From an optimization exercise on the open Yosys and OpenROAD flow, aimed at small area, a short achievable clock period and few clock cycles per item; shortcuts taken in it are not production practice. Function was checked by simulation only, so behaviour that the tests miss may differ from the original.

**flow/design.v**
```verilog
`default_nettype none
package sparse_pkg;
    localparam int WORD_W  = 16;               
    localparam int INDEX_W = 6;                
    localparam int ADDR_W  = 2 + INDEX_W;      
    localparam int ACC_W   = 2 * WORD_W + 1;   
    localparam int LANES   = 2;                
    localparam int MAX_DIM = 8;                
    localparam int DIM_W   = 4;                
    typedef enum logic [1:0] {
        BANK_A0,
        BANK_A1,
        BANK_B0,
        BANK_B1
    } bank_e;
    typedef logic [LANES-1:0]  lane_mask_t;
    typedef logic [WORD_W-1:0] word_t;
    typedef logic [ACC_W-1:0]  acc_t;
    typedef enum logic [1:0] {
        WALK_IDLE,
        WALK_ISSUE,    
        WALK_WAIT,     
        WALK_DONE
    } walk_state_e;
    typedef enum logic [1:0] {
        FETCH_IDLE,
        FETCH_READ_A,
        FETCH_READ_B,
        FETCH_CLOSE    
    } fetch_state_e;
endpackage
`default_nettype wire
`timescale 1ns/100ps
`default_nettype none
module pair_walker (
    input  logic        clk,
    input  logic        rst,
    input  logic        start,
    input  logic [3:0]  num_rows,
    input  logic [3:0]  num_cols,
    input  logic [15:0] bitmap_a,
    input  logic [15:0] bitmap_b,
    output logic        issue,       
    output logic        issue_last,  
    output logic [1:0]  pair_mask,   
    output logic [2:0]  row,
    output logic [2:0]  col,
    output logic [2:0]  ka0,
    output logic [2:0]  ka1,
    output logic [2:0]  kb0,
    output logic [2:0]  kb1
);
    logic       run;
    logic       empty;
    logic       last_col;
    logic       last_row;
    logic [1:0] a_bits;
    logic [1:0] b_bits;
    assign empty    = (num_rows == 4'd0) || (num_cols == 4'd0);
    assign issue    = run || (start && !empty);
    assign last_col = ({1'b0, col} == num_cols - 4'd1);
    assign last_row = ({1'b0, row} == num_rows - 4'd1);
    assign issue_last = last_col && last_row;
    assign a_bits = bitmap_a[{row, 1'b0} +: 2];
    assign b_bits = bitmap_b[{col, 1'b0} +: 2];
    assign pair_mask = a_bits & b_bits;
    always_ff @(posedge clk or negedge rst) begin
        if (!rst) begin
            run <= 1'b0;
            row <= '0;
            col <= '0;
            ka0 <= '0;
            ka1 <= '0;
            kb0 <= '0;
            kb1 <= '0;
        end else if (issue) begin
            if (last_col) begin
                col <= '0;
                kb0 <= '0;
                kb1 <= '0;
                if (last_row) begin
                    run <= 1'b0;
                    row <= '0;
                    ka0 <= '0;
                    ka1 <= '0;
                end else begin
                    run <= 1'b1;
                    row <= row + 3'd1;
                    ka0 <= ka0 + {2'b0, a_bits[0]};
                    ka1 <= ka1 + {2'b0, a_bits[1]};
                end
            end else begin
                run <= 1'b1;
                col <= col + 3'd1;
                kb0 <= kb0 + {2'b0, b_bits[0]};
                kb1 <= kb1 + {2'b0, b_bits[1]};
            end
        end
    end
endmodule
`default_nettype wire
`timescale 1ns/100ps
`default_nettype none
module operand_fetch (
    input  logic              clk,
    input  logic              rst,
    input  logic              issue,
    input  logic              issue_last,
    input  logic [1:0]        pair_mask,
    input  logic [2:0]        row,
    input  logic [2:0]        col,
    input  sparse_pkg::word_t a0_val,
    input  sparse_pkg::word_t a1_val,
    input  sparse_pkg::word_t b0_val,
    input  sparse_pkg::word_t b1_val,
    output logic              op_valid,
    output logic              op_last,
    output logic [2:0]        op_row,
    output logic [2:0]        op_col,
    output sparse_pkg::word_t op_a0,
    output sparse_pkg::word_t op_a1,
    output logic [7:0]        op_on0,
    output logic [7:0]        op_tw0,
    output logic [7:0]        op_ng0,
    output logic              op_r80,
    output logic [7:0]        op_on1,
    output logic [7:0]        op_tw1,
    output logic [7:0]        op_ng1,
    output logic              op_r81
);
    logic [7:0] on0, tw0, ng0, on1, tw1, ng1;
    logic       r80, r81;
    booth_enc i_enc0 (.b(b0_val), .m(pair_mask[0]), .on(on0), .tw(tw0), .ng(ng0), .r8(r80));
    booth_enc i_enc1 (.b(b1_val), .m(pair_mask[1]), .on(on1), .tw(tw1), .ng(ng1), .r8(r81));
    always_ff @(posedge clk or negedge rst) begin
        if (!rst) begin
            op_valid <= 1'b0;
        end else begin
            op_valid <= issue;
        end
    end
    always_ff @(posedge clk) begin
        op_last <= issue_last;
        op_row  <= row;
        op_col  <= col;
        op_a0   <= a0_val;
        op_a1   <= a1_val;
        op_on0  <= on0;
        op_tw0  <= tw0;
        op_ng0  <= ng0;
        op_r80  <= r80;
        op_on1  <= on1;
        op_tw1  <= tw1;
        op_ng1  <= ng1;
        op_r81  <= r81;
    end
endmodule
`default_nettype wire
`timescale 1ns/100ps
`default_nettype none
module value_store (
    input  logic                           clk,
    input  logic                           load_en,
    input  sparse_pkg::bank_e              load_bank,
    input  logic [sparse_pkg::INDEX_W-1:0] load_index,
    input  sparse_pkg::word_t              load_data,
    input  logic [2:0]                     a0_idx,
    input  logic [2:0]                     a1_idx,
    input  logic [2:0]                     b0_idx,
    input  logic [2:0]                     b1_idx,
    output sparse_pkg::word_t              a0_val,
    output sparse_pkg::word_t              a1_val,
    output sparse_pkg::word_t              b0_val,
    output sparse_pkg::word_t              b1_val
);
    sparse_pkg::word_t mem [4][8];
    always_ff @(posedge clk) begin
        for (int b = 0; b < 4; b++) begin
            for (int i = 0; i < 8; i++) begin
                if (load_en && load_bank == b && load_index == i) begin
                    mem[b][i] <= load_data;
                end
            end
        end
    end
    assign a0_val = mem[0][a0_idx];
    assign a1_val = mem[1][a1_idx];
    assign b0_val = mem[2][b0_idx];
    assign b1_val = mem[3][b1_idx];
endmodule
`default_nettype wire
`default_nettype none
module booth_enc (
    input  wire [15:0] b,
    input  wire        m,
    output wire [7:0]  on,
    output wire [7:0]  tw,
    output wire [7:0]  ng,
    output wire        r8
);
    wire [17:0] bx = {1'b0, b, 1'b0};
    genvar gj;
    for (gj = 0; gj < 8; gj++) begin : g_enc
        assign on[gj] = m & (bx[2*gj+1] ^ bx[2*gj]);
        assign tw[gj] = m & ((bx[2*gj+2] & ~bx[2*gj+1] & ~bx[2*gj]) | (~bx[2*gj+2] & bx[2*gj+1] & bx[2*gj]));
        assign ng[gj] = m & bx[2*gj+2];
    end
    assign r8 = m & b[15];
endmodule
module mul_cs (
    input  wire [15:0] a,
    input  wire [7:0]  on,
    input  wire [7:0]  tw,
    input  wire [7:0]  ng,
    input  wire        r8,
    output wire [32:0] s,
    output wire [32:0] c
);
    wire [17:0] ax = {1'b0, a, 1'b0};
    genvar gj;
    wire [16:0] pp0;
    for (gj = 0; gj < 17; gj++) begin : g_pp0
        assign pp0[gj] = ((on[0] & ax[gj+1]) | (tw[0] & ax[gj])) ^ ng[0];
    end
    wire [16:0] pp1;
    for (gj = 0; gj < 17; gj++) begin : g_pp1
        assign pp1[gj] = ((on[1] & ax[gj+1]) | (tw[1] & ax[gj])) ^ ng[1];
    end
    wire [16:0] pp2;
    for (gj = 0; gj < 17; gj++) begin : g_pp2
        assign pp2[gj] = ((on[2] & ax[gj+1]) | (tw[2] & ax[gj])) ^ ng[2];
    end
    wire [16:0] pp3;
    for (gj = 0; gj < 17; gj++) begin : g_pp3
        assign pp3[gj] = ((on[3] & ax[gj+1]) | (tw[3] & ax[gj])) ^ ng[3];
    end
    wire [16:0] pp4;
    for (gj = 0; gj < 17; gj++) begin : g_pp4
        assign pp4[gj] = ((on[4] & ax[gj+1]) | (tw[4] & ax[gj])) ^ ng[4];
    end
    wire [16:0] pp5;
    for (gj = 0; gj < 17; gj++) begin : g_pp5
        assign pp5[gj] = ((on[5] & ax[gj+1]) | (tw[5] & ax[gj])) ^ ng[5];
    end
    wire [16:0] pp6;
    for (gj = 0; gj < 17; gj++) begin : g_pp6
        assign pp6[gj] = ((on[6] & ax[gj+1]) | (tw[6] & ax[gj])) ^ ng[6];
    end
    wire [16:0] pp7;
    for (gj = 0; gj < 17; gj++) begin : g_pp7
        assign pp7[gj] = ((on[7] & ax[gj+1]) | (tw[7] & ax[gj])) ^ ng[7];
    end
    wire [15:0] pp8 = a & {16{r8}};
    wire t1;
    wire t2;
    wire t3;
    wire t4;
    wire t5;
    wire t6;
    wire t7;
    wire t8;
    wire t9;
    wire t10;
    wire t11;
    wire t12;
    wire t13;
    wire t14;
    wire t15;
    wire t16;
    wire t17;
    wire t18;
    wire t19;
    wire t20;
    wire t21;
    wire t22;
    wire t23;
    wire t24;
    wire t25;
    wire t26;
    wire t27;
    wire t28;
    wire t29;
    wire t30;
    wire t31;
    wire t32;
    wire t33;
    wire t34;
    wire t35;
    wire t36;
    wire t37;
    wire t38;
    wire t39;
    wire t40;
    wire t41;
    wire t42;
    wire t43;
    wire t44;
    wire t45;
    wire t46;
    wire t47;
    wire t48;
    wire t49;
    wire t50;
    wire t51;
    wire t52;
    wire t53;
    wire t54;
    wire t55;
    wire t56;
    wire t57;
    wire t58;
    wire t59;
    wire t60;
    wire t61;
    wire t62;
    wire t63;
    wire t64;
    wire t65;
    wire t66;
    wire t67;
    wire t68;
    wire t69;
    wire t70;
    wire t71;
    wire t72;
    wire t73;
    wire t74;
    wire t75;
    wire t76;
    wire t77;
    wire t78;
    wire t79;
    wire t80;
    wire t81;
    wire t82;
    wire t83;
    wire t84;
    wire t85;
    wire t86;
    wire t87;
    wire t88;
    wire t89;
    wire t90;
    wire t91;
    wire t92;
    wire t93;
    wire t94;
    wire t95;
    wire t96;
    wire t97;
    wire t98;
    wire t99;
    wire t100;
    wire t101;
    wire t102;
    wire t103;
    wire t104;
    wire t105;
    wire t106;
    wire t107;
    wire t108;
    wire t109;
    wire t110;
    wire t111;
    wire t112;
    wire t113;
    wire t114;
    wire t115;
    wire t116;
    wire t117;
    wire t118;
    wire t119;
    wire t120;
    wire t121;
    wire t122;
    wire t123;
    wire t124;
    wire t125;
    wire t126;
    wire t127;
    wire t128;
    wire t129;
    wire t130;
    wire t131;
    wire t132;
    wire t133;
    wire t134;
    wire t135;
    wire t136;
    wire t137;
    wire t138;
    wire t139;
    wire t140;
    wire t141;
    wire t142;
    wire t143;
    wire t144;
    wire t145;
    wire t146;
    wire t147;
    wire t148;
    wire t149;
    wire t150;
    wire t151;
    wire t152;
    wire t153;
    wire t154;
    wire t155;
    wire t156;
    wire t157;
    wire t158;
    wire t159;
    wire t160;
    wire t161;
    wire t162;
    wire t163;
    wire t164;
    wire t165;
    wire t166;
    wire t167;
    wire t168;
    wire t169;
    wire t170;
    wire t171;
    wire t172;
    wire t173;
    wire t174;
    wire t175;
    wire t176;
    wire t177;
    wire t178;
    wire t179;
    wire t180;
    wire t181;
    wire t182;
    wire t183;
    wire t184;
    wire t185;
    wire t186;
    wire t187;
    wire t188;
    wire t189;
    wire t190;
    wire t191;
    wire t192;
    wire t193;
    wire t194;
    wire t195;
    wire t196;
    wire t197;
    wire t198;
    wire t199;
    wire t200;
    wire t201;
    wire t202;
    wire t203;
    wire t204;
    wire t205;
    wire t206;
    wire t207;
    wire t208;
    wire t209;
    wire t210;
    wire t211;
    wire t212;
    wire t213;
    wire t214;
    wire t215;
    wire t216;
    wire t217;
    wire t218;
    wire t219;
    wire t220;
    wire t221;
    wire t222;
    wire t223;
    wire t224;
    wire t225;
    wire t226;
    wire t227;
    wire t228;
    wire t229;
    wire t230;
    wire t231;
    wire t232;
    wire t233;
    wire t234;
    wire t235;
    wire t236;
    wire t237;
    wire t238;
    wire t239;
    wire t240;
    wire t241;
    wire t242;
    wire t243;
    wire t244;
    wire t245;
    wire t246;
    wire t247;
    wire t248;
    wire t249;
    wire t250;
    wire t251;
    wire t252;
    wire t253;
    wire t254;
    wire t255;
    wire t256;
    wire t257;
    wire t258;
    wire t259;
    wire t260;
    wire t261;
    wire t262;
    wire t263;
    wire t264;
    assign t1 = pp0[10] ^ pp1[8];
    assign t2 = pp0[10] & pp1[8];
    assign t3 = pp0[11] ^ pp1[9];
    assign t4 = pp0[11] & pp1[9];
    assign t5 = pp0[12] ^ pp1[10] ^ pp2[8];
    assign t6 = (pp0[12] & pp1[10]) | (pp0[12] & pp2[8]) | (pp1[10] & pp2[8]);
    assign t7 = pp3[6] ^ pp4[4];
    assign t8 = pp3[6] & pp4[4];
    assign t9 = pp0[13] ^ pp1[11] ^ pp2[9];
    assign t10 = (pp0[13] & pp1[11]) | (pp0[13] & pp2[9]) | (pp1[11] & pp2[9]);
    assign t11 = pp3[7] ^ pp4[5];
    assign t12 = pp3[7] & pp4[5];
    assign t13 = pp0[14] ^ pp1[12] ^ pp2[10];
    assign t14 = (pp0[14] & pp1[12]) | (pp0[14] & pp2[10]) | (pp1[12] & pp2[10]);
    assign t15 = pp3[8] ^ pp4[6] ^ pp5[4];
    assign t16 = (pp3[8] & pp4[6]) | (pp3[8] & pp5[4]) | (pp4[6] & pp5[4]);
    assign t17 = pp6[2] ^ pp7[0];
    assign t18 = pp6[2] & pp7[0];
    assign t19 = pp0[15] ^ pp1[13] ^ pp2[11];
    assign t20 = (pp0[15] & pp1[13]) | (pp0[15] & pp2[11]) | (pp1[13] & pp2[11]);
    assign t21 = pp3[9] ^ pp4[7] ^ pp5[5];
    assign t22 = (pp3[9] & pp4[7]) | (pp3[9] & pp5[5]) | (pp4[7] & pp5[5]);
    assign t23 = pp6[3] ^ pp7[1];
    assign t24 = pp6[3] & pp7[1];
    assign t25 = pp0[16] ^ pp1[14] ^ pp2[12];
    assign t26 = (pp0[16] & pp1[14]) | (pp0[16] & pp2[12]) | (pp1[14] & pp2[12]);
    assign t27 = pp3[10] ^ pp4[8] ^ pp5[6];
    assign t28 = (pp3[10] & pp4[8]) | (pp3[10] & pp5[6]) | (pp4[8] & pp5[6]);
    assign t29 = pp6[4] ^ pp7[2] ^ pp8[0];
    assign t30 = (pp6[4] & pp7[2]) | (pp6[4] & pp8[0]) | (pp7[2] & pp8[0]);
    assign t31 = ng[0] ^ pp1[15] ^ pp2[13];
    assign t32 = (ng[0] & pp1[15]) | (ng[0] & pp2[13]) | (pp1[15] & pp2[13]);
    assign t33 = pp3[11] ^ pp4[9] ^ pp5[7];
    assign t34 = (pp3[11] & pp4[9]) | (pp3[11] & pp5[7]) | (pp4[9] & pp5[7]);
    assign t35 = pp6[5] ^ pp7[3] ^ pp8[1];
    assign t36 = (pp6[5] & pp7[3]) | (pp6[5] & pp8[1]) | (pp7[3] & pp8[1]);
    assign t37 = ng[0] ^ pp1[16] ^ pp2[14];
    assign t38 = (ng[0] & pp1[16]) | (ng[0] & pp2[14]) | (pp1[16] & pp2[14]);
    assign t39 = pp3[12] ^ pp4[10] ^ pp5[8];
    assign t40 = (pp3[12] & pp4[10]) | (pp3[12] & pp5[8]) | (pp4[10] & pp5[8]);
    assign t41 = pp6[6] ^ pp7[4] ^ pp8[2];
    assign t42 = (pp6[6] & pp7[4]) | (pp6[6] & pp8[2]) | (pp7[4] & pp8[2]);
    assign t43 = ~ng[0] ^ ~ng[1] ^ pp2[15];
    assign t44 = (~ng[0] & ~ng[1]) | (~ng[0] & pp2[15]) | (~ng[1] & pp2[15]);
    assign t45 = pp3[13] ^ pp4[11] ^ pp5[9];
    assign t46 = (pp3[13] & pp4[11]) | (pp3[13] & pp5[9]) | (pp4[11] & pp5[9]);
    assign t47 = pp6[7] ^ pp7[5] ^ pp8[3];
    assign t48 = (pp6[7] & pp7[5]) | (pp6[7] & pp8[3]) | (pp7[5] & pp8[3]);
    assign t49 = 1'b1 ^ pp2[16] ^ pp3[14];
    assign t50 = (1'b1 & pp2[16]) | (1'b1 & pp3[14]) | (pp2[16] & pp3[14]);
    assign t51 = pp4[12] ^ pp5[10] ^ pp6[8];
    assign t52 = (pp4[12] & pp5[10]) | (pp4[12] & pp6[8]) | (pp5[10] & pp6[8]);
    assign t53 = pp7[6] ^ pp8[4];
    assign t54 = pp7[6] & pp8[4];
    assign t55 = ~ng[2] ^ pp3[15] ^ pp4[13];
    assign t56 = (~ng[2] & pp3[15]) | (~ng[2] & pp4[13]) | (pp3[15] & pp4[13]);
    assign t57 = pp5[11] ^ pp6[9] ^ pp7[7];
    assign t58 = (pp5[11] & pp6[9]) | (pp5[11] & pp7[7]) | (pp6[9] & pp7[7]);
    assign t59 = 1'b1 ^ pp3[16] ^ pp4[14];
    assign t60 = (1'b1 & pp3[16]) | (1'b1 & pp4[14]) | (pp3[16] & pp4[14]);
    assign t61 = pp5[12] ^ pp6[10];
    assign t62 = pp5[12] & pp6[10];
    assign t63 = ~ng[3] ^ pp4[15] ^ pp5[13];
    assign t64 = (~ng[3] & pp4[15]) | (~ng[3] & pp5[13]) | (pp4[15] & pp5[13]);
    assign t65 = 1'b1 ^ pp4[16];
    assign t66 = 1'b1 & pp4[16];
    assign t67 = pp0[6] ^ pp1[4];
    assign t68 = pp0[6] & pp1[4];
    assign t69 = pp0[7] ^ pp1[5];
    assign t70 = pp0[7] & pp1[5];
    assign t71 = pp0[8] ^ pp1[6] ^ pp2[4];
    assign t72 = (pp0[8] & pp1[6]) | (pp0[8] & pp2[4]) | (pp1[6] & pp2[4]);
    assign t73 = pp3[2] ^ pp4[0];
    assign t74 = pp3[2] & pp4[0];
    assign t75 = pp0[9] ^ pp1[7] ^ pp2[5];
    assign t76 = (pp0[9] & pp1[7]) | (pp0[9] & pp2[5]) | (pp1[7] & pp2[5]);
    assign t77 = pp3[3] ^ pp4[1];
    assign t78 = pp3[3] & pp4[1];
    assign t79 = t1 ^ pp2[6] ^ pp3[4];
    assign t80 = (t1 & pp2[6]) | (t1 & pp3[4]) | (pp2[6] & pp3[4]);
    assign t81 = pp4[2] ^ pp5[0] ^ ng[5];
    assign t82 = (pp4[2] & pp5[0]) | (pp4[2] & ng[5]) | (pp5[0] & ng[5]);
    assign t83 = t2 ^ t3 ^ pp2[7];
    assign t84 = (t2 & t3) | (t2 & pp2[7]) | (t3 & pp2[7]);
    assign t85 = pp3[5] ^ pp4[3] ^ pp5[1];
    assign t86 = (pp3[5] & pp4[3]) | (pp3[5] & pp5[1]) | (pp4[3] & pp5[1]);
    assign t87 = t4 ^ t5 ^ t7;
    assign t88 = (t4 & t5) | (t4 & t7) | (t5 & t7);
    assign t89 = pp5[2] ^ pp6[0] ^ ng[6];
    assign t90 = (pp5[2] & pp6[0]) | (pp5[2] & ng[6]) | (pp6[0] & ng[6]);
    assign t91 = t6 ^ t8 ^ t9;
    assign t92 = (t6 & t8) | (t6 & t9) | (t8 & t9);
    assign t93 = t11 ^ pp5[3] ^ pp6[1];
    assign t94 = (t11 & pp5[3]) | (t11 & pp6[1]) | (pp5[3] & pp6[1]);
    assign t95 = t10 ^ t12 ^ t13;
    assign t96 = (t10 & t12) | (t10 & t13) | (t12 & t13);
    assign t97 = t15 ^ t17 ^ ng[7];
    assign t98 = (t15 & t17) | (t15 & ng[7]) | (t17 & ng[7]);
    assign t99 = t14 ^ t16 ^ t18;
    assign t100 = (t14 & t16) | (t14 & t18) | (t16 & t18);
    assign t101 = t19 ^ t21 ^ t23;
    assign t102 = (t19 & t21) | (t19 & t23) | (t21 & t23);
    assign t103 = t20 ^ t22 ^ t24;
    assign t104 = (t20 & t22) | (t20 & t24) | (t22 & t24);
    assign t105 = t25 ^ t27 ^ t29;
    assign t106 = (t25 & t27) | (t25 & t29) | (t27 & t29);
    assign t107 = t26 ^ t28 ^ t30;
    assign t108 = (t26 & t28) | (t26 & t30) | (t28 & t30);
    assign t109 = t31 ^ t33 ^ t35;
    assign t110 = (t31 & t33) | (t31 & t35) | (t33 & t35);
    assign t111 = t32 ^ t34 ^ t36;
    assign t112 = (t32 & t34) | (t32 & t36) | (t34 & t36);
    assign t113 = t37 ^ t39 ^ t41;
    assign t114 = (t37 & t39) | (t37 & t41) | (t39 & t41);
    assign t115 = t38 ^ t40 ^ t42;
    assign t116 = (t38 & t40) | (t38 & t42) | (t40 & t42);
    assign t117 = t43 ^ t45 ^ t47;
    assign t118 = (t43 & t45) | (t43 & t47) | (t45 & t47);
    assign t119 = t44 ^ t46 ^ t48;
    assign t120 = (t44 & t46) | (t44 & t48) | (t46 & t48);
    assign t121 = t49 ^ t51 ^ t53;
    assign t122 = (t49 & t51) | (t49 & t53) | (t51 & t53);
    assign t123 = t50 ^ t52 ^ t54;
    assign t124 = (t50 & t52) | (t50 & t54) | (t52 & t54);
    assign t125 = t55 ^ t57 ^ pp8[5];
    assign t126 = (t55 & t57) | (t55 & pp8[5]) | (t57 & pp8[5]);
    assign t127 = t56 ^ t58 ^ t59;
    assign t128 = (t56 & t58) | (t56 & t59) | (t58 & t59);
    assign t129 = t61 ^ pp7[8] ^ pp8[6];
    assign t130 = (t61 & pp7[8]) | (t61 & pp8[6]) | (pp7[8] & pp8[6]);
    assign t131 = t60 ^ t62 ^ t63;
    assign t132 = (t60 & t62) | (t60 & t63) | (t62 & t63);
    assign t133 = pp6[11] ^ pp7[9] ^ pp8[7];
    assign t134 = (pp6[11] & pp7[9]) | (pp6[11] & pp8[7]) | (pp7[9] & pp8[7]);
    assign t135 = t64 ^ t65 ^ pp5[14];
    assign t136 = (t64 & t65) | (t64 & pp5[14]) | (t65 & pp5[14]);
    assign t137 = pp6[12] ^ pp7[10] ^ pp8[8];
    assign t138 = (pp6[12] & pp7[10]) | (pp6[12] & pp8[8]) | (pp7[10] & pp8[8]);
    assign t139 = t66 ^ ~ng[4] ^ pp5[15];
    assign t140 = (t66 & ~ng[4]) | (t66 & pp5[15]) | (~ng[4] & pp5[15]);
    assign t141 = pp6[13] ^ pp7[11] ^ pp8[9];
    assign t142 = (pp6[13] & pp7[11]) | (pp6[13] & pp8[9]) | (pp7[11] & pp8[9]);
    assign t143 = 1'b1 ^ pp5[16] ^ pp6[14];
    assign t144 = (1'b1 & pp5[16]) | (1'b1 & pp6[14]) | (pp5[16] & pp6[14]);
    assign t145 = pp7[12] ^ pp8[10];
    assign t146 = pp7[12] & pp8[10];
    assign t147 = ~ng[5] ^ pp6[15] ^ pp7[13];
    assign t148 = (~ng[5] & pp6[15]) | (~ng[5] & pp7[13]) | (pp6[15] & pp7[13]);
    assign t149 = 1'b1 ^ pp6[16];
    assign t150 = 1'b1 & pp6[16];
    assign t151 = pp0[4] ^ pp1[2];
    assign t152 = pp0[4] & pp1[2];
    assign t153 = pp0[5] ^ pp1[3];
    assign t154 = pp0[5] & pp1[3];
    assign t155 = t67 ^ pp2[2] ^ pp3[0];
    assign t156 = (t67 & pp2[2]) | (t67 & pp3[0]) | (pp2[2] & pp3[0]);
    assign t157 = t68 ^ t69 ^ pp2[3];
    assign t158 = (t68 & t69) | (t68 & pp2[3]) | (t69 & pp2[3]);
    assign t159 = t70 ^ t71 ^ t73;
    assign t160 = (t70 & t71) | (t70 & t73) | (t71 & t73);
    assign t161 = t72 ^ t74 ^ t75;
    assign t162 = (t72 & t74) | (t72 & t75) | (t74 & t75);
    assign t163 = t76 ^ t78 ^ t79;
    assign t164 = (t76 & t78) | (t76 & t79) | (t78 & t79);
    assign t165 = t80 ^ t82 ^ t83;
    assign t166 = (t80 & t82) | (t80 & t83) | (t82 & t83);
    assign t167 = t84 ^ t86 ^ t87;
    assign t168 = (t84 & t86) | (t84 & t87) | (t86 & t87);
    assign t169 = t88 ^ t90 ^ t91;
    assign t170 = (t88 & t90) | (t88 & t91) | (t90 & t91);
    assign t171 = t92 ^ t94 ^ t95;
    assign t172 = (t92 & t94) | (t92 & t95) | (t94 & t95);
    assign t173 = t96 ^ t98 ^ t99;
    assign t174 = (t96 & t98) | (t96 & t99) | (t98 & t99);
    assign t175 = t100 ^ t102 ^ t103;
    assign t176 = (t100 & t102) | (t100 & t103) | (t102 & t103);
    assign t177 = t104 ^ t106 ^ t107;
    assign t178 = (t104 & t106) | (t104 & t107) | (t106 & t107);
    assign t179 = t108 ^ t110 ^ t111;
    assign t180 = (t108 & t110) | (t108 & t111) | (t110 & t111);
    assign t181 = t112 ^ t114 ^ t115;
    assign t182 = (t112 & t114) | (t112 & t115) | (t114 & t115);
    assign t183 = t116 ^ t118 ^ t119;
    assign t184 = (t116 & t118) | (t116 & t119) | (t118 & t119);
    assign t185 = t120 ^ t122 ^ t123;
    assign t186 = (t120 & t122) | (t120 & t123) | (t122 & t123);
    assign t187 = t124 ^ t126 ^ t127;
    assign t188 = (t124 & t126) | (t124 & t127) | (t126 & t127);
    assign t189 = t128 ^ t130 ^ t131;
    assign t190 = (t128 & t130) | (t128 & t131) | (t130 & t131);
    assign t191 = t132 ^ t134 ^ t135;
    assign t192 = (t132 & t134) | (t132 & t135) | (t134 & t135);
    assign t193 = t136 ^ t138 ^ t139;
    assign t194 = (t136 & t138) | (t136 & t139) | (t138 & t139);
    assign t195 = t140 ^ t142 ^ t143;
    assign t196 = (t140 & t142) | (t140 & t143) | (t142 & t143);
    assign t197 = t144 ^ t146 ^ t147;
    assign t198 = (t144 & t146) | (t144 & t147) | (t146 & t147);
    assign t199 = t148 ^ t149 ^ pp7[14];
    assign t200 = (t148 & t149) | (t148 & pp7[14]) | (t149 & pp7[14]);
    assign t201 = t150 ^ ~ng[6] ^ pp7[15];
    assign t202 = (t150 & ~ng[6]) | (t150 & pp7[15]) | (~ng[6] & pp7[15]);
    assign t203 = 1'b1 ^ pp7[16];
    assign t204 = 1'b1 & pp7[16];
    assign t205 = pp0[2] ^ pp1[0];
    assign t206 = pp0[2] & pp1[0];
    assign t207 = pp0[3] ^ pp1[1];
    assign t208 = pp0[3] & pp1[1];
    assign t209 = t151 ^ pp2[0] ^ ng[2];
    assign t210 = (t151 & pp2[0]) | (t151 & ng[2]) | (pp2[0] & ng[2]);
    assign t211 = t152 ^ t153 ^ pp2[1];
    assign t212 = (t152 & t153) | (t152 & pp2[1]) | (t153 & pp2[1]);
    assign t213 = t154 ^ t155 ^ ng[3];
    assign t214 = (t154 & t155) | (t154 & ng[3]) | (t155 & ng[3]);
    assign t215 = t156 ^ t157 ^ pp3[1];
    assign t216 = (t156 & t157) | (t156 & pp3[1]) | (t157 & pp3[1]);
    assign t217 = t158 ^ t159 ^ ng[4];
    assign t218 = (t158 & t159) | (t158 & ng[4]) | (t159 & ng[4]);
    assign t219 = t160 ^ t161 ^ t77;
    assign t220 = (t160 & t161) | (t160 & t77) | (t161 & t77);
    assign t221 = t162 ^ t163 ^ t81;
    assign t222 = (t162 & t163) | (t162 & t81) | (t163 & t81);
    assign t223 = t164 ^ t165 ^ t85;
    assign t224 = (t164 & t165) | (t164 & t85) | (t165 & t85);
    assign t225 = t166 ^ t167 ^ t89;
    assign t226 = (t166 & t167) | (t166 & t89) | (t167 & t89);
    assign t227 = t168 ^ t169 ^ t93;
    assign t228 = (t168 & t169) | (t168 & t93) | (t169 & t93);
    assign t229 = t170 ^ t171 ^ t97;
    assign t230 = (t170 & t171) | (t170 & t97) | (t171 & t97);
    assign t231 = t172 ^ t173 ^ t101;
    assign t232 = (t172 & t173) | (t172 & t101) | (t173 & t101);
    assign t233 = t174 ^ t175 ^ t105;
    assign t234 = (t174 & t175) | (t174 & t105) | (t175 & t105);
    assign t235 = t176 ^ t177 ^ t109;
    assign t236 = (t176 & t177) | (t176 & t109) | (t177 & t109);
    assign t237 = t178 ^ t179 ^ t113;
    assign t238 = (t178 & t179) | (t178 & t113) | (t179 & t113);
    assign t239 = t180 ^ t181 ^ t117;
    assign t240 = (t180 & t181) | (t180 & t117) | (t181 & t117);
    assign t241 = t182 ^ t183 ^ t121;
    assign t242 = (t182 & t183) | (t182 & t121) | (t183 & t121);
    assign t243 = t184 ^ t185 ^ t125;
    assign t244 = (t184 & t185) | (t184 & t125) | (t185 & t125);
    assign t245 = t186 ^ t187 ^ t129;
    assign t246 = (t186 & t187) | (t186 & t129) | (t187 & t129);
    assign t247 = t188 ^ t189 ^ t133;
    assign t248 = (t188 & t189) | (t188 & t133) | (t189 & t133);
    assign t249 = t190 ^ t191 ^ t137;
    assign t250 = (t190 & t191) | (t190 & t137) | (t191 & t137);
    assign t251 = t192 ^ t193 ^ t141;
    assign t252 = (t192 & t193) | (t192 & t141) | (t193 & t141);
    assign t253 = t194 ^ t195 ^ t145;
    assign t254 = (t194 & t195) | (t194 & t145) | (t195 & t145);
    assign t255 = t196 ^ t197 ^ pp8[11];
    assign t256 = (t196 & t197) | (t196 & pp8[11]) | (t197 & pp8[11]);
    assign t257 = t198 ^ t199 ^ pp8[12];
    assign t258 = (t198 & t199) | (t198 & pp8[12]) | (t199 & pp8[12]);
    assign t259 = t200 ^ t201 ^ pp8[13];
    assign t260 = (t200 & t201) | (t200 & pp8[13]) | (t201 & pp8[13]);
    assign t261 = t202 ^ t203 ^ pp8[14];
    assign t262 = (t202 & t203) | (t202 & pp8[14]) | (t203 & pp8[14]);
    assign t263 = t204 ^ ~ng[7] ^ pp8[15];
    assign t264 = (t204 & ~ng[7]) | (t204 & pp8[15]) | (~ng[7] & pp8[15]);
    assign s = {t264, t262, t260, t258, t256, t254, t252, t250, t248, t246, t244, t242, t240, t238, t236, t234, t232, t230, t228, t226, t224, t222, t220, t218, t216, t214, t212, t210, t208, t206, t205, pp0[1], pp0[0]};
    assign c = {1'b1, t263, t261, t259, t257, t255, t253, t251, t249, t247, t245, t243, t241, t239, t237, t235, t233, t231, t229, t227, t225, t223, t221, t219, t217, t215, t213, t211, t209, t207, ng[1], 1'b0, ng[0]};
endmodule
module add4 (
    input  wire [32:0] x0,
    input  wire [32:0] x1,
    input  wire [32:0] x2,
    input  wire [32:0] x3,
    output wire [32:0] y
);
    wire u1;
    wire u2;
    wire u3;
    wire u4;
    wire u5;
    wire u6;
    wire u7;
    wire u8;
    wire u9;
    wire u10;
    wire u11;
    wire u12;
    wire u13;
    wire u14;
    wire u15;
    wire u16;
    wire u17;
    wire u18;
    wire u19;
    wire u20;
    wire u21;
    wire u22;
    wire u23;
    wire u24;
    wire u25;
    wire u26;
    wire u27;
    wire u28;
    wire u29;
    wire u30;
    wire u31;
    wire u32;
    wire u33;
    wire u34;
    wire u35;
    wire u36;
    wire u37;
    wire u38;
    wire u39;
    wire u40;
    wire u41;
    wire u42;
    wire u43;
    wire u44;
    wire u45;
    wire u46;
    wire u47;
    wire u48;
    wire u49;
    wire u50;
    wire u51;
    wire u52;
    wire u53;
    wire u54;
    wire u55;
    wire u56;
    wire u57;
    wire u58;
    wire u59;
    wire u60;
    wire u61;
    wire u62;
    wire u63;
    wire u64;
    wire u65;
    wire u66;
    wire u67;
    wire u68;
    wire u69;
    wire u70;
    wire u71;
    wire u72;
    wire u73;
    wire u74;
    wire u75;
    wire u76;
    wire u77;
    wire u78;
    wire u79;
    wire u80;
    wire u81;
    wire u82;
    wire u83;
    wire u84;
    wire u85;
    wire u86;
    wire u87;
    wire u88;
    wire u89;
    wire u90;
    wire u91;
    wire u92;
    wire u93;
    wire u94;
    wire u95;
    wire u96;
    wire u97;
    wire u98;
    wire u99;
    wire u100;
    wire u101;
    wire u102;
    wire u103;
    wire u104;
    wire u105;
    wire u106;
    wire u107;
    wire u108;
    wire u109;
    wire u110;
    wire u111;
    wire u112;
    wire u113;
    wire u114;
    wire u115;
    wire u116;
    wire u117;
    wire u118;
    wire u119;
    wire u120;
    wire u121;
    wire u122;
    wire u123;
    wire u124;
    wire u125;
    wire u126;
    wire u127;
    wire u128;
    wire u129;
    wire u130;
    wire u131;
    wire u132;
    assign u1 = x0[0] ^ x1[0];
    assign u2 = x0[0] & x1[0];
    assign u3 = x0[1] ^ x1[1] ^ x2[1];
    assign u4 = (x0[1] & x1[1]) | (x0[1] & x2[1]) | (x1[1] & x2[1]);
    assign u5 = x0[2] ^ x1[2] ^ x2[2];
    assign u6 = (x0[2] & x1[2]) | (x0[2] & x2[2]) | (x1[2] & x2[2]);
    assign u7 = x0[3] ^ x1[3] ^ x2[3];
    assign u8 = (x0[3] & x1[3]) | (x0[3] & x2[3]) | (x1[3] & x2[3]);
    assign u9 = x0[4] ^ x1[4] ^ x2[4];
    assign u10 = (x0[4] & x1[4]) | (x0[4] & x2[4]) | (x1[4] & x2[4]);
    assign u11 = x0[5] ^ x1[5] ^ x2[5];
    assign u12 = (x0[5] & x1[5]) | (x0[5] & x2[5]) | (x1[5] & x2[5]);
    assign u13 = x0[6] ^ x1[6] ^ x2[6];
    assign u14 = (x0[6] & x1[6]) | (x0[6] & x2[6]) | (x1[6] & x2[6]);
    assign u15 = x0[7] ^ x1[7] ^ x2[7];
    assign u16 = (x0[7] & x1[7]) | (x0[7] & x2[7]) | (x1[7] & x2[7]);
    assign u17 = x0[8] ^ x1[8] ^ x2[8];
    assign u18 = (x0[8] & x1[8]) | (x0[8] & x2[8]) | (x1[8] & x2[8]);
    assign u19 = x0[9] ^ x1[9] ^ x2[9];
    assign u20 = (x0[9] & x1[9]) | (x0[9] & x2[9]) | (x1[9] & x2[9]);
    assign u21 = x0[10] ^ x1[10] ^ x2[10];
    assign u22 = (x0[10] & x1[10]) | (x0[10] & x2[10]) | (x1[10] & x2[10]);
    assign u23 = x0[11] ^ x1[11] ^ x2[11];
    assign u24 = (x0[11] & x1[11]) | (x0[11] & x2[11]) | (x1[11] & x2[11]);
    assign u25 = x0[12] ^ x1[12] ^ x2[12];
    assign u26 = (x0[12] & x1[12]) | (x0[12] & x2[12]) | (x1[12] & x2[12]);
    assign u27 = x0[13] ^ x1[13] ^ x2[13];
    assign u28 = (x0[13] & x1[13]) | (x0[13] & x2[13]) | (x1[13] & x2[13]);
    assign u29 = x0[14] ^ x1[14] ^ x2[14];
    assign u30 = (x0[14] & x1[14]) | (x0[14] & x2[14]) | (x1[14] & x2[14]);
    assign u31 = x0[15] ^ x1[15] ^ x2[15];
    assign u32 = (x0[15] & x1[15]) | (x0[15] & x2[15]) | (x1[15] & x2[15]);
    assign u33 = x0[16] ^ x1[16] ^ x2[16];
    assign u34 = (x0[16] & x1[16]) | (x0[16] & x2[16]) | (x1[16] & x2[16]);
    assign u35 = x0[17] ^ x1[17] ^ x2[17];
    assign u36 = (x0[17] & x1[17]) | (x0[17] & x2[17]) | (x1[17] & x2[17]);
    assign u37 = x0[18] ^ x1[18] ^ x2[18];
    assign u38 = (x0[18] & x1[18]) | (x0[18] & x2[18]) | (x1[18] & x2[18]);
    assign u39 = x0[19] ^ x1[19] ^ x2[19];
    assign u40 = (x0[19] & x1[19]) | (x0[19] & x2[19]) | (x1[19] & x2[19]);
    assign u41 = x0[20] ^ x1[20] ^ x2[20];
    assign u42 = (x0[20] & x1[20]) | (x0[20] & x2[20]) | (x1[20] & x2[20]);
    assign u43 = x0[21] ^ x1[21] ^ x2[21];
    assign u44 = (x0[21] & x1[21]) | (x0[21] & x2[21]) | (x1[21] & x2[21]);
    assign u45 = x0[22] ^ x1[22] ^ x2[22];
    assign u46 = (x0[22] & x1[22]) | (x0[22] & x2[22]) | (x1[22] & x2[22]);
    assign u47 = x0[23] ^ x1[23] ^ x2[23];
    assign u48 = (x0[23] & x1[23]) | (x0[23] & x2[23]) | (x1[23] & x2[23]);
    assign u49 = x0[24] ^ x1[24] ^ x2[24];
    assign u50 = (x0[24] & x1[24]) | (x0[24] & x2[24]) | (x1[24] & x2[24]);
    assign u51 = x0[25] ^ x1[25] ^ x2[25];
    assign u52 = (x0[25] & x1[25]) | (x0[25] & x2[25]) | (x1[25] & x2[25]);
    assign u53 = x0[26] ^ x1[26] ^ x2[26];
    assign u54 = (x0[26] & x1[26]) | (x0[26] & x2[26]) | (x1[26] & x2[26]);
    assign u55 = x0[27] ^ x1[27] ^ x2[27];
    assign u56 = (x0[27] & x1[27]) | (x0[27] & x2[27]) | (x1[27] & x2[27]);
    assign u57 = x0[28] ^ x1[28] ^ x2[28];
    assign u58 = (x0[28] & x1[28]) | (x0[28] & x2[28]) | (x1[28] & x2[28]);
    assign u59 = x0[29] ^ x1[29] ^ x2[29];
    assign u60 = (x0[29] & x1[29]) | (x0[29] & x2[29]) | (x1[29] & x2[29]);
    assign u61 = x0[30] ^ x1[30] ^ x2[30];
    assign u62 = (x0[30] & x1[30]) | (x0[30] & x2[30]) | (x1[30] & x2[30]);
    assign u63 = x0[31] ^ x1[31] ^ x2[31];
    assign u64 = (x0[31] & x1[31]) | (x0[31] & x2[31]) | (x1[31] & x2[31]);
    assign u65 = x0[32] ^ x1[32] ^ x2[32];
    assign u66 = (x0[32] & x1[32]) | (x0[32] & x2[32]) | (x1[32] & x2[32]);
    assign u67 = u1 ^ x2[0];
    assign u68 = u1 & x2[0];
    assign u69 = u2 ^ u3 ^ x3[1];
    assign u70 = (u2 & u3) | (u2 & x3[1]) | (u3 & x3[1]);
    assign u71 = u4 ^ u5 ^ x3[2];
    assign u72 = (u4 & u5) | (u4 & x3[2]) | (u5 & x3[2]);
    assign u73 = u6 ^ u7 ^ x3[3];
    assign u74 = (u6 & u7) | (u6 & x3[3]) | (u7 & x3[3]);
    assign u75 = u8 ^ u9 ^ x3[4];
    assign u76 = (u8 & u9) | (u8 & x3[4]) | (u9 & x3[4]);
    assign u77 = u10 ^ u11 ^ x3[5];
    assign u78 = (u10 & u11) | (u10 & x3[5]) | (u11 & x3[5]);
    assign u79 = u12 ^ u13 ^ x3[6];
    assign u80 = (u12 & u13) | (u12 & x3[6]) | (u13 & x3[6]);
    assign u81 = u14 ^ u15 ^ x3[7];
    assign u82 = (u14 & u15) | (u14 & x3[7]) | (u15 & x3[7]);
    assign u83 = u16 ^ u17 ^ x3[8];
    assign u84 = (u16 & u17) | (u16 & x3[8]) | (u17 & x3[8]);
    assign u85 = u18 ^ u19 ^ x3[9];
    assign u86 = (u18 & u19) | (u18 & x3[9]) | (u19 & x3[9]);
    assign u87 = u20 ^ u21 ^ x3[10];
    assign u88 = (u20 & u21) | (u20 & x3[10]) | (u21 & x3[10]);
    assign u89 = u22 ^ u23 ^ x3[11];
    assign u90 = (u22 & u23) | (u22 & x3[11]) | (u23 & x3[11]);
    assign u91 = u24 ^ u25 ^ x3[12];
    assign u92 = (u24 & u25) | (u24 & x3[12]) | (u25 & x3[12]);
    assign u93 = u26 ^ u27 ^ x3[13];
    assign u94 = (u26 & u27) | (u26 & x3[13]) | (u27 & x3[13]);
    assign u95 = u28 ^ u29 ^ x3[14];
    assign u96 = (u28 & u29) | (u28 & x3[14]) | (u29 & x3[14]);
    assign u97 = u30 ^ u31 ^ x3[15];
    assign u98 = (u30 & u31) | (u30 & x3[15]) | (u31 & x3[15]);
    assign u99 = u32 ^ u33 ^ x3[16];
    assign u100 = (u32 & u33) | (u32 & x3[16]) | (u33 & x3[16]);
    assign u101 = u34 ^ u35 ^ x3[17];
    assign u102 = (u34 & u35) | (u34 & x3[17]) | (u35 & x3[17]);
    assign u103 = u36 ^ u37 ^ x3[18];
    assign u104 = (u36 & u37) | (u36 & x3[18]) | (u37 & x3[18]);
    assign u105 = u38 ^ u39 ^ x3[19];
    assign u106 = (u38 & u39) | (u38 & x3[19]) | (u39 & x3[19]);
    assign u107 = u40 ^ u41 ^ x3[20];
    assign u108 = (u40 & u41) | (u40 & x3[20]) | (u41 & x3[20]);
    assign u109 = u42 ^ u43 ^ x3[21];
    assign u110 = (u42 & u43) | (u42 & x3[21]) | (u43 & x3[21]);
    assign u111 = u44 ^ u45 ^ x3[22];
    assign u112 = (u44 & u45) | (u44 & x3[22]) | (u45 & x3[22]);
    assign u113 = u46 ^ u47 ^ x3[23];
    assign u114 = (u46 & u47) | (u46 & x3[23]) | (u47 & x3[23]);
    assign u115 = u48 ^ u49 ^ x3[24];
    assign u116 = (u48 & u49) | (u48 & x3[24]) | (u49 & x3[24]);
    assign u117 = u50 ^ u51 ^ x3[25];
    assign u118 = (u50 & u51) | (u50 & x3[25]) | (u51 & x3[25]);
    assign u119 = u52 ^ u53 ^ x3[26];
    assign u120 = (u52 & u53) | (u52 & x3[26]) | (u53 & x3[26]);
    assign u121 = u54 ^ u55 ^ x3[27];
    assign u122 = (u54 & u55) | (u54 & x3[27]) | (u55 & x3[27]);
    assign u123 = u56 ^ u57 ^ x3[28];
    assign u124 = (u56 & u57) | (u56 & x3[28]) | (u57 & x3[28]);
    assign u125 = u58 ^ u59 ^ x3[29];
    assign u126 = (u58 & u59) | (u58 & x3[29]) | (u59 & x3[29]);
    assign u127 = u60 ^ u61 ^ x3[30];
    assign u128 = (u60 & u61) | (u60 & x3[30]) | (u61 & x3[30]);
    assign u129 = u62 ^ u63 ^ x3[31];
    assign u130 = (u62 & u63) | (u62 & x3[31]) | (u63 & x3[31]);
    assign u131 = u64 ^ u65 ^ x3[32];
    assign u132 = (u64 & u65) | (u64 & x3[32]) | (u65 & x3[32]);
    wire [32:0] r0 = {u130, u128, u126, u124, u122, u120, u118, u116, u114, u112, u110, u108, u106, u104, u102, u100, u98, u96, u94, u92, u90, u88, u86, u84, u82, u80, u78, u76, u74, u72, u70, u68, u67};
    wire [32:0] r1 = {u131, u129, u127, u125, u123, u121, u119, u117, u115, u113, u111, u109, u107, u105, u103, u101, u99, u97, u95, u93, u91, u89, u87, u85, u83, u81, u79, u77, u75, u73, u71, u69, x3[0]};
    assign y = r0 + r1;
endmodule
`default_nettype wire
`timescale 1ns/100ps
`default_nettype none
module sparse_dot_top #(
    parameter int MAX_ROWS = sparse_pkg::MAX_DIM,
    parameter int MAX_COLS = sparse_pkg::MAX_DIM
) (
    input  logic                                  clk,
    input  logic                                  rst,
    input  logic                                  load_en,
    input  sparse_pkg::bank_e                     load_bank,
    input  logic [sparse_pkg::INDEX_W-1:0]        load_index,
    input  sparse_pkg::word_t                     load_data,
    input  logic                                  start,
    input  logic [sparse_pkg::DIM_W-1:0]          num_rows,
    input  logic [sparse_pkg::DIM_W-1:0]          num_cols,
    input  logic [sparse_pkg::LANES*MAX_ROWS-1:0] bitmap_a,
    input  logic [sparse_pkg::LANES*MAX_COLS-1:0] bitmap_b,
    output logic                                  busy,
    output logic                                  done,
    output logic                                  result_valid,
    output logic [sparse_pkg::DIM_W-1:0]          result_row,
    output logic [sparse_pkg::DIM_W-1:0]          result_col,
    output sparse_pkg::acc_t                      result_value
);
    logic              issue;
    logic              issue_last;
    logic [1:0]        pair_mask;
    logic [2:0]        row;
    logic [2:0]        col;
    logic [2:0]        ka0;
    logic [2:0]        ka1;
    logic [2:0]        kb0;
    logic [2:0]        kb1;
    sparse_pkg::word_t a0_val;
    sparse_pkg::word_t a1_val;
    sparse_pkg::word_t b0_val;
    sparse_pkg::word_t b1_val;
    pair_walker i_pair_walker (
        .clk        (clk),
        .rst        (rst),
        .start      (start),
        .num_rows   (num_rows),
        .num_cols   (num_cols),
        .bitmap_a   (bitmap_a),
        .bitmap_b   (bitmap_b),
        .issue      (issue),
        .issue_last (issue_last),
        .pair_mask  (pair_mask),
        .row        (row),
        .col        (col),
        .ka0        (ka0),
        .ka1        (ka1),
        .kb0        (kb0),
        .kb1        (kb1)
    );
    value_store i_value_store (
        .clk        (clk),
        .load_en    (load_en),
        .load_bank  (load_bank),
        .load_index (load_index),
        .load_data  (load_data),
        .a0_idx     (ka0),
        .a1_idx     (ka1),
        .b0_idx     (kb0),
        .b1_idx     (kb1),
        .a0_val     (a0_val),
        .a1_val     (a1_val),
        .b0_val     (b0_val),
        .b1_val     (b1_val)
    );
    logic              op_valid;
    logic              op_last;
    logic [2:0]        op_row;
    logic [2:0]        op_col;
    sparse_pkg::word_t op_a0;
    sparse_pkg::word_t op_a1;
    logic [7:0]        op_on0, op_tw0, op_ng0;
    logic [7:0]        op_on1, op_tw1, op_ng1;
    logic              op_r80, op_r81;
    operand_fetch i_operand_fetch (
        .clk        (clk),
        .rst        (rst),
        .issue      (issue),
        .issue_last (issue_last),
        .pair_mask  (pair_mask),
        .row        (row),
        .col        (col),
        .a0_val     (a0_val),
        .a1_val     (a1_val),
        .b0_val     (b0_val),
        .b1_val     (b1_val),
        .op_valid   (op_valid),
        .op_last    (op_last),
        .op_row     (op_row),
        .op_col     (op_col),
        .op_a0      (op_a0),
        .op_a1      (op_a1),
        .op_on0     (op_on0),
        .op_tw0     (op_tw0),
        .op_ng0     (op_ng0),
        .op_r80     (op_r80),
        .op_on1     (op_on1),
        .op_tw1     (op_tw1),
        .op_ng1     (op_ng1),
        .op_r81     (op_r81)
    );
    logic [32:0] p0_s;
    logic [32:0] p0_c;
    logic [32:0] p1_s;
    logic [32:0] p1_c;
    mul_cs i_mul0 (.a(op_a0), .on(op_on0), .tw(op_tw0), .ng(op_ng0), .r8(op_r80), .s(p0_s), .c(p0_c));
    mul_cs i_mul1 (.a(op_a1), .on(op_on1), .tw(op_tw1), .ng(op_ng1), .r8(op_r81), .s(p1_s), .c(p1_c));
    logic        cs_valid;
    logic        cs_last;
    logic [2:0]  cs_row;
    logic [2:0]  cs_col;
    logic [32:0] cs_p0_s;
    logic [32:0] cs_p0_c;
    logic [32:0] cs_p1_s;
    logic [32:0] cs_p1_c;
    always_ff @(posedge clk or negedge rst) begin
        if (!rst) begin
            cs_valid <= 1'b0;
        end else begin
            cs_valid <= op_valid;
        end
    end
    always_ff @(posedge clk) begin
        cs_last <= op_last;
        cs_row  <= op_row;
        cs_col  <= op_col;
        cs_p0_s <= p0_s;
        cs_p0_c <= p0_c;
        cs_p1_s <= p1_s;
        cs_p1_c <= p1_c;
    end
    logic [32:0] sum;
    add4 i_add4 (
        .x0 (cs_p0_s),
        .x1 (cs_p0_c),
        .x2 (cs_p1_s),
        .x3 (cs_p1_c),
        .y  (sum)
    );
    logic empty_start;
    assign empty_start = start && ((num_rows == 4'd0) || (num_cols == 4'd0));
    always_ff @(posedge clk or negedge rst) begin
        if (!rst) begin
            result_valid <= 1'b0;
            done         <= 1'b0;
            busy         <= 1'b0;
        end else begin
            result_valid <= cs_valid;
            done         <= (cs_valid && cs_last) || empty_start;
            busy         <= start || (busy && !done);
        end
    end
    always_ff @(posedge clk) begin
        result_row   <= {1'b0, cs_row};
        result_col   <= {1'b0, cs_col};
        result_value <= sum;
    end
endmodule
`default_nettype wire
```
**flow/flow/run.sh**
```bash
#!/bin/bash
# The standard layout, with timing repair aiming below the design's clock
# period (the SDC is unchanged; only the repair margin is raised). Extra make
# variables, one per line, come from flow/args.txt.
set -euo pipefail
mapfile -t ARGS < flow/args.txt
bash standard.sh "${ARGS[@]}" finish > standard_finish.log 2>&1
```
**flow/flow/args.txt**
```
SETUP_SLACK_MARGIN=6.7
BUFFER_PORTS_ARGS=-buffer_cell sky130_fd_sc_hd__buf_2
```
**flow/standard.sh**
```bash
#!/bin/bash
# synth_recipe.tcl (not shown) runs the flow's synth.tcl, then flattens the netlist and writes it again
# the make line also repeats each setting of config.mk as NAME=value (left out here)
make -C /OpenROAD-flow-scripts/flow DESIGN_CONFIG=/design/flow/config.mk WORK_HOME=/design/flow/orfs CLKGATE_MAP_FILE= SYNTH_SCRIPT=/design/flow/synth_recipe.tcl "${@:-finish}"
```
**flow/config.mk**
```make
export PLATFORM = sky130hd
export DESIGN_NAME = sparse_dot_top
export DESIGN_NICKNAME = sparse_dot_top
export VERILOG_FILES = /design/flow/design.v
export SDC_FILE = /design/flow/constraint.sdc
export NUM_CORES = 4
export LEC_CHECK = 0
export ABC_CLOCK_PERIOD_IN_PS = 3000
export CAP_MARGIN = 20
export CORE_MARGIN = 2
export CORE_UTILIZATION = 60
export CTS_CLUSTER_DIAMETER = 80
export CTS_CLUSTER_SIZE = 30
export SLEW_MARGIN = 20
```
**flow/constraint.sdc**
```tcl
create_clock -name core_clock -period 10.0 [get_ports {clk}]
set_input_delay 2.0000 -clock core_clock [delete_from_list [all_inputs] [get_ports {clk}]]
set_output_delay 2.0000 -clock core_clock [all_outputs]
set_load 0.01 [all_outputs]
```
==> results.ini, run 1 <==
[status]
status=finished clean

[yosys]
synth.distinct_cells=76
synthTopCellsByCount=edfxtp_1 (512), inv_1 (271), fa_1 (267)
yosys_most_used_dff=edfxtp_1
synth_top_area_frac=0.374
synth_edf_count=512
ys_seq_area_frac=0.516
yosys_register_bits=797
syn-instance-count=3225
synth_area_um2=41100
syn_area_per_cell_um2=12.7
synth.area.top_cells=edfxtp_1 (37%), fa_1 (13%), dfxtp_1 (13%)
yosysWarnings=5
yosysMostFrequentCell=edfxtp_1
synth.largest_area_cell=edfxtp_1
synthArstFlopShare=0.0301

[worst_setup_path]
startpoint_type=register
critPathCaptureType=register
required_ns=10.48
cp-startpoint=cs_p0_s[4]$_DFF_P_
r2r-start=cs_p0_s[4]$_DFF_P_
worst-setup-path-type=register to register
path_max_fanout=5
arrival_ns=3.80
reg2reg_slack_ns=6.68

[cells_and_area]
nNetsFinal=3624
final_layout_size_suffix_gt1_frac=0.160
area_delta_synth_final_pct=8.91
nFillCells=4924
final_util=0.662
register_area_um2=21400
multi_input_area_um2=18600

[global_route]
grt_usage=0.294
grt_pass1_vias=25648
grt_max_degree=49
antenna_found_initial=1
overflow=0
grt_pass1_wl_um=157000

[cts]
cts_root_buf=clkbuf_16
htreeDepth=2
cts_buffers=40
clk_pin_slew_ns=0.10
cts_sinks=797
hold_buffers=0
clockBufferDepth=3
cts_tree=done
clk_latency_ns=0.62

[worst_hold_path]
hold_class=register to register
hold_start=i_operand_fetch.op_col[1]$_DFF_P_

[timing]
final-setup-viol-count=0
timing.setup.tns_ns=0
worst_slew_pin_slew_ns=1.08
fmax_mhz=302
finalMaxSlewViolations=0
finClkSkew_ns=0.0504
rsz0062_at_grt=yes
relSlewSlack=0.263
final_hold_viol_count=0
fin_crit_ns=3.32
period_share=0.332

[floorplanning]
rows=95
die_w_um=266
start_util=0.608
die_height_um=266
die-area_um2=70500
coreArea_um2=67500
io_pins=112

[placement]
buffer_ports.inserted=109
post-dp-hpwl_um=70100
gp_congestion=0.894

[detailed_routing]
num_vias=25259
route.detailed.drc=0
vias_per_cell=6.15
first_iter_violations=2622
routed_wl_um=102000
wl_per_cell_um=24.9
ant_nets=0
dr.pass1.iters=6

[job]
drv_cap=0

[stage by stage]
stage	hold WS, ns	cells	cell area (um^2)	setup WS (ns)
after floorplan	0.310	3226	41600	6.56
after global placement	0.311	3996	42400	5.97
after detailed placement	0.314	3996	42400	5.85
after CTS	0.338	4079	44100	6.61
after global routing	0.342	4103	44700	6.60
final	0.334	4107	44700	6.68
[logic make-up (layout without fill, tap and decap cells)]
family          Yosys count  in the layout  share of synthesized area
mux                     150            150                     0.0522
flops                   797            797                      0.516
compound gates          600            600                      0.103
simple gates            481            481                     0.0527
xor+xnor                327            327                     0.0697
buf+inv                 512            516                     0.0487
fa+ha+maj               357            357                      0.158
other cells               1              6                  0.0000913
[state kept, by name (all words and copies together) (netlist names), 8 cells and up]
register and cells:
cs_p0_s 33, cs_p0_c 31, cs_p1_s 33, i_operand_fetch.op_on0 8, result_value 33, i_operand_fetch.op_a1 16
i_value_store.mem 512, i_operand_fetch.op_ng1 8, i_operand_fetch.op_on1 8, cs_p1_c 31, i_operand_fetch.op_a0 16, i_operand_fetch.op_tw0 8
i_operand_fetch.op_ng0 8, i_operand_fetch.op_tw1 8
[layer usage]
layer	vias up	share of wire	wire length (um)	GRT usage
li1	11233	-	-	-
met4	0	0.028	2850	0.0800
met3	153	0.064	6540	0.0337
met1	12846	0.40	41200	0.400
met2	1027	0.51	51700	0.507
met5	-	0	0	0
[worst paths after layout]
check,end,depth (start not counted)
worst max-delay path,result_value[20]$_DFF_P_,12
worst min-delay path,cs_col[1]$_DFF_P_,0
worst max register to register,result_value[20]$_DFF_P_,12
worst min register to register,cs_col[1]$_DFF_P_,0
max in group asynchronous,i_pair_walker.ka0[0]$_DFFE_PN0P_,1
min in group asynchronous,i_pair_walker.kb0[0]$_DFFE_PN0P_,1
[placed cells by master (no fill, tap or decap), types with 17 or more instances in the layout]
cell type | netlist | final
ha_4 | 0 | 17
dfxtp_4 | 0 | 26
buf_4 | 10 | 35
inv_1 | 271 | 267
dfrtp_1 | 24 | 19
o21ai_1 | 0 | 19
ha_1 | 90 | 69
buf_2 | 19 | 109
nor2b_1 | 19 | 18
mux2_2 | 40 | 36
mux4_2 | 47 | 47
nor2_4 | 0 | 32
o21ai_0 | 88 | 64
and2_1 | 23 | 23
nand2_1 | 172 | 163
clkbuf_16 | 0 | 40
mux2i_1 | 62 | 62
nand3_1 | 38 | 35
fa_1 | 267 | 267
nor2_1 | 157 | 124
a221oi_1 | 40 | 40
a22oi_1 | 262 | 262
a21oi_1 | 85 | 78
xnor2_1 | 247 | 246
xor2_1 | 80 | 80
dfxtp_1 | 261 | 183
edfxtp_1 | 512 | 512
dfxtp_2 | 0 | 52
[area by class of cell]
cell class                      count  share of cell area
Antenna cell                        4            0.000224
Clock buffer                       52              0.0234
Clock inverter                     21             0.00727
Inverter                          279              0.0240
Multi-Input combinational cell   1917               0.417
Sequential cell                   797               0.478
Tap cell                          873              0.0244
Timing Repair Buffer              164              0.0263
[worst max-delay path, stage by stage, from the launching register on]
cell and delay [ns]:
dfxtp_2 0.34, fa_1 0.53, inv_1 0.05, fa_1 0.49, inv_2 0.05, ha_4 0.25
and3_1 0.18, a221o_1 0.38, o211ai_2 0.20, a21oi_2 0.11, or2_4 0.27, a2111oi_4 0.29
nor3_1 0.08
[repair_timing]
item / 4_1_cts / 5_1_grt
cloned: 0 / 0
buffers inserted: 10 / 24
endpoints found under the setup margin: 92 / 289
gates resized for setup: 106 / 66
pin swaps: 15 / 38
Testbench counts, summed over its fixed seeds: cycles 10,520, items 9,944.
==> run 2: changes to the inputs <==
--- a/flow/config.mk
+++ b/flow/config.mk
@@ -11,4 +11,5 @@
 export CORE_UTILIZATION = 60
 export CTS_CLUSTER_DIAMETER = 80
 export CTS_CLUSTER_SIZE = 30
+export PLACE_DENSITY = 0.5
 export SLEW_MARGIN = 20
==> run 2 against run 1 <==
Effect of this change: critical path depth is the same; core utilization is the same; sequential cell count is the same; still clean; design area is the same; critical path type unchanged; sequential share of layout area is the same; first-iteration DRC count is the same; highest routed layer unchanged.
==> results.ini, run 2 <==
[floorplanning]
rows=95  ; unchanged
start_util=0.608  ; unchanged
die_w_um=266  ; unchanged
coreArea_um2=67500  ; unchanged
die_height_um=266  ; unchanged
io_pins=112  ; unchanged
die-area_um2=70500  ; unchanged

[yosys]
synth-xor-area-share=0.0697  ; unchanged
yosysWarnings=5  ; unchanged
synth_top_area_frac=0.374  ; unchanged
yosysMostFrequentCell=edfxtp_1
syn-instance-count=3225  ; unchanged
synth_area_um2=41100  ; unchanged
synthArstFlopShare=0.0301  ; unchanged
synthMuxAreaShare=0.0522  ; unchanged
ys_seq_area_frac=0.516  ; unchanged
synth_top_family_by_area=adder cells
synthTopCellsByCount=edfxtp_1 (512), inv_1 (271), fa_1 (267)
synthSimpleGateAreaFrac=0.0527  ; unchanged
synth_edf_count=512  ; unchanged
synth.distinct_cells=76  ; unchanged
yosys_register_bits=797  ; unchanged
synth.area.top_cells=edfxtp_1 (37%), fa_1 (13%), dfxtp_1 (13%)
synth_compound_area_frac=0.103  ; unchanged
synth.largest_area_cell=edfxtp_1
yosys.area_share.adder=0.158  ; unchanged
yosys_most_used_dff=edfxtp_1
syn_area_per_cell_um2=12.7  ; unchanged

[cts]
clockBufferDepth=3  ; unchanged
clk_latency_ns=0.62  ; about the same
cts_root_buf=clkbuf_16
htreeDepth=2  ; unchanged
cts_sinks=797  ; unchanged
cts_tree=done
clk_pin_slew_ns=0.10  ; about the same
cts_buffers=40  ; unchanged

[worst_setup_path]
critPathCaptureType=register
startpoint_type=register
path_max_fanout=5  ; unchanged
r2r-start=cs_p0_s[4]$_DFF_P_
reg2reg_to=result_value[20]$_DFF_P_
reg2reg_slack_ns=6.68  ; about the same
worst-setup-path-type=register to register
arrival_ns=3.80  ; about the same
reg2reg_depth=12  ; unchanged
required_ns=10.48  ; about the same

[detailed_routing]
wl_per_cell_um=24.9  ; unchanged
vias_per_cell=6.15  ; unchanged
routed_wl_um=102000  ; unchanged
first_iter_violations=2622  ; unchanged
num_vias=25259  ; unchanged
ant_nets=0  ; unchanged
dr.pass1.iters=6  ; unchanged
route.detailed.drc=0  ; unchanged

[global_route]
grt_usage=0.294  ; unchanged
grt_pass1_wl_um=157000  ; unchanged
grt_max_degree=49  ; unchanged
grt_pass1_vias=25648  ; unchanged
antenna_found_initial=1  ; unchanged
overflow=0  ; unchanged

[cells_and_area]
regMostFlops=i_value_store.mem
finalNonFillerCells=4107  ; unchanged
nNetsFinal=3624  ; unchanged
final_layout_size_suffix_gt1_frac=0.160  ; unchanged
post-route-cell-area_um2=44700  ; unchanged
mostFrequentLayoutCells=edfxtp_1 (512), inv_1 (267), fa_1 (267), a22oi_1 (262), xnor2_1 (246)
layout_commonest_cell=edfxtp_1
area_delta_synth_final_pct=8.91  ; unchanged
nFillCells=4924  ; unchanged
largest_reg_flops=512  ; unchanged

[job]
drv_cap=0  ; unchanged

[timing]
final_hold_viol_count=0  ; unchanged
timing.setup.tns_ns=0  ; unchanged
period_share=0.332  ; unchanged
worst_slew_pin_slew_ns=1.08  ; unchanged
worst_slack_ns=6.68  ; unchanged
finClkSkew_ns=0.0504  ; unchanged
fin_crit_ns=3.32  ; unchanged
relSlewSlack=0.263  ; unchanged
finalMaxSlewViolations=0  ; unchanged
rsz0062_at_grt=yes
final-setup-viol-count=0  ; unchanged
fmax_mhz=302  ; unchanged

[placement]
placedCellCount=3996  ; unchanged
post-dp-hpwl_um=70100  ; unchanged
buffer_ports.inserted=109  ; unchanged
place_area_um2=42400  ; unchanged
gp_congestion=0.894  ; unchanged
dp_slack_ns=5.85  ; unchanged

[worst_hold_path]
whs_path_depth=0  ; unchanged
hold_class=register to register
hold_start=i_operand_fetch.op_col[1]$_DFF_P_
min_to=cs_col[1]$_DFF_P_

[status]
status=finished clean

run 2: cell counts in the layout (fill, tap and decap cells not counted):
No cell type changed its count.
run 2: cell families after synthesis:
logic type      count (synthesis)
compound gates                600
xor+xnor                      327
fa+ha+maj                     357
buf+inv                       512
flops                         797
mux                           150
other cells                     1
simple gates                  481
run 2: layout make-up:
cell class | count | area (um^2) | area share
flip-flops and latches | 797 | 21400 | 0.478
clock inverters | 21 | 325 | 0.00727
clock buffers | 52 | 1050 | 0.0234
inverters | 279 | 1070 | 0.0240
multi-input cells | 1917 | 18600 | 0.417
diodes | 4 | 10.0 | 0.000224
well taps | 873 | 1090 | 0.0244
repair buffers | 164 | 1180 | 0.0263
run 2: how the worst max path moves through the flow:
stage | startpoint | end | slack, ns
2_1_floorplan | load_bank[1] | i_value_store.mem[10][0]$_DFFE_PP_ | 6.56
3_3_place_gp | num_rows[0] | i_pair_walker.row[2]$_DFFE_PN0P_ | 5.97
3_5_place_dp | num_rows[0] | i_pair_walker.row[2]$_DFFE_PN0P_ | 5.85
4_1_cts | cs_p0_s[4]$_DFF_P_ | result_value[32]$_DFF_P_ | 6.61
5_1_grt | cs_p0_s[4]$_DFF_P_ | result_value[20]$_DFF_P_ | 6.60
6_report | cs_p0_s[4]$_DFF_P_ | result_value[20]$_DFF_P_ | 6.68
run 2: per-stage QoR:
step                hold slack, ns   util
floorplan                    0.310      -
global placement             0.311  0.628
detailed placement           0.314  0.628
CTS                          0.338  0.653
global route                 0.342  0.662
finish                       0.334  0.662
run 2: what timing repair did:
| item | CTS | global route |
|---|---|---|
| hold buffers | 0 | 0 |
| buffers inserted | 10 | 24 |
| endpoints found under the setup margin | 92 | 289 |
| pin swaps | 15 | 38 |
| gates resized for setup | 106 | 66 |
| cloned | 0 | 0 |
run 2: worst max-delay path, stage by stage (launching register included):
cell and delay, ns:
dfxtp_2 0.34, fa_1 0.53, inv_1 0.05, fa_1 0.49, inv_2 0.05, ha_4 0.25
and3_1 0.18, a221o_1 0.38, o211ai_2 0.20, a21oi_2 0.11, or2_4 0.27, a2111oi_4 0.29
nor3_1 0.08
run 2: layer usage:
metal | GRT usage | part of all wire | up-vias
li1 | - | - | 11233
met1 | 0.400 | 0.40 | 12846
met2 | 0.507 | 0.51 | 1027
met3 | 0.0337 | 0.064 | 153
met4 | 0.0800 | 0.028 | 0
met5 | 0 | 0 | -

-- static timing again, ports no longer ideal --
Ports are ideal in the flow. The routed layouts listed here were re-timed in OpenROAD.
Step 1 sets driving cells, clkbuf_16 on the clock port and buf_2 on the other inputs (assumed; they add their load-dependent delay and slew).
Step 2 also shifts input and output timing later by t, the mid clock arrival at the registers, as if the neighbouring blocks saw the same clock.
Three values: ideal ports, drivers, drivers and shift; two values: the first two.
run	t, ns	slack for setup (ns)	worst setup path at the end	worst register clock-pin slew, ns	pins driven straight from the clock port
run 1	0.661	6.685 / 6.685 / 6.108	input to register	0.11 / 0.11	1
run 2	0.661	6.685 / 6.685 / 6.108	input to register	0.11 / 0.11	1
After both steps setup and hold are still met in every run listed.
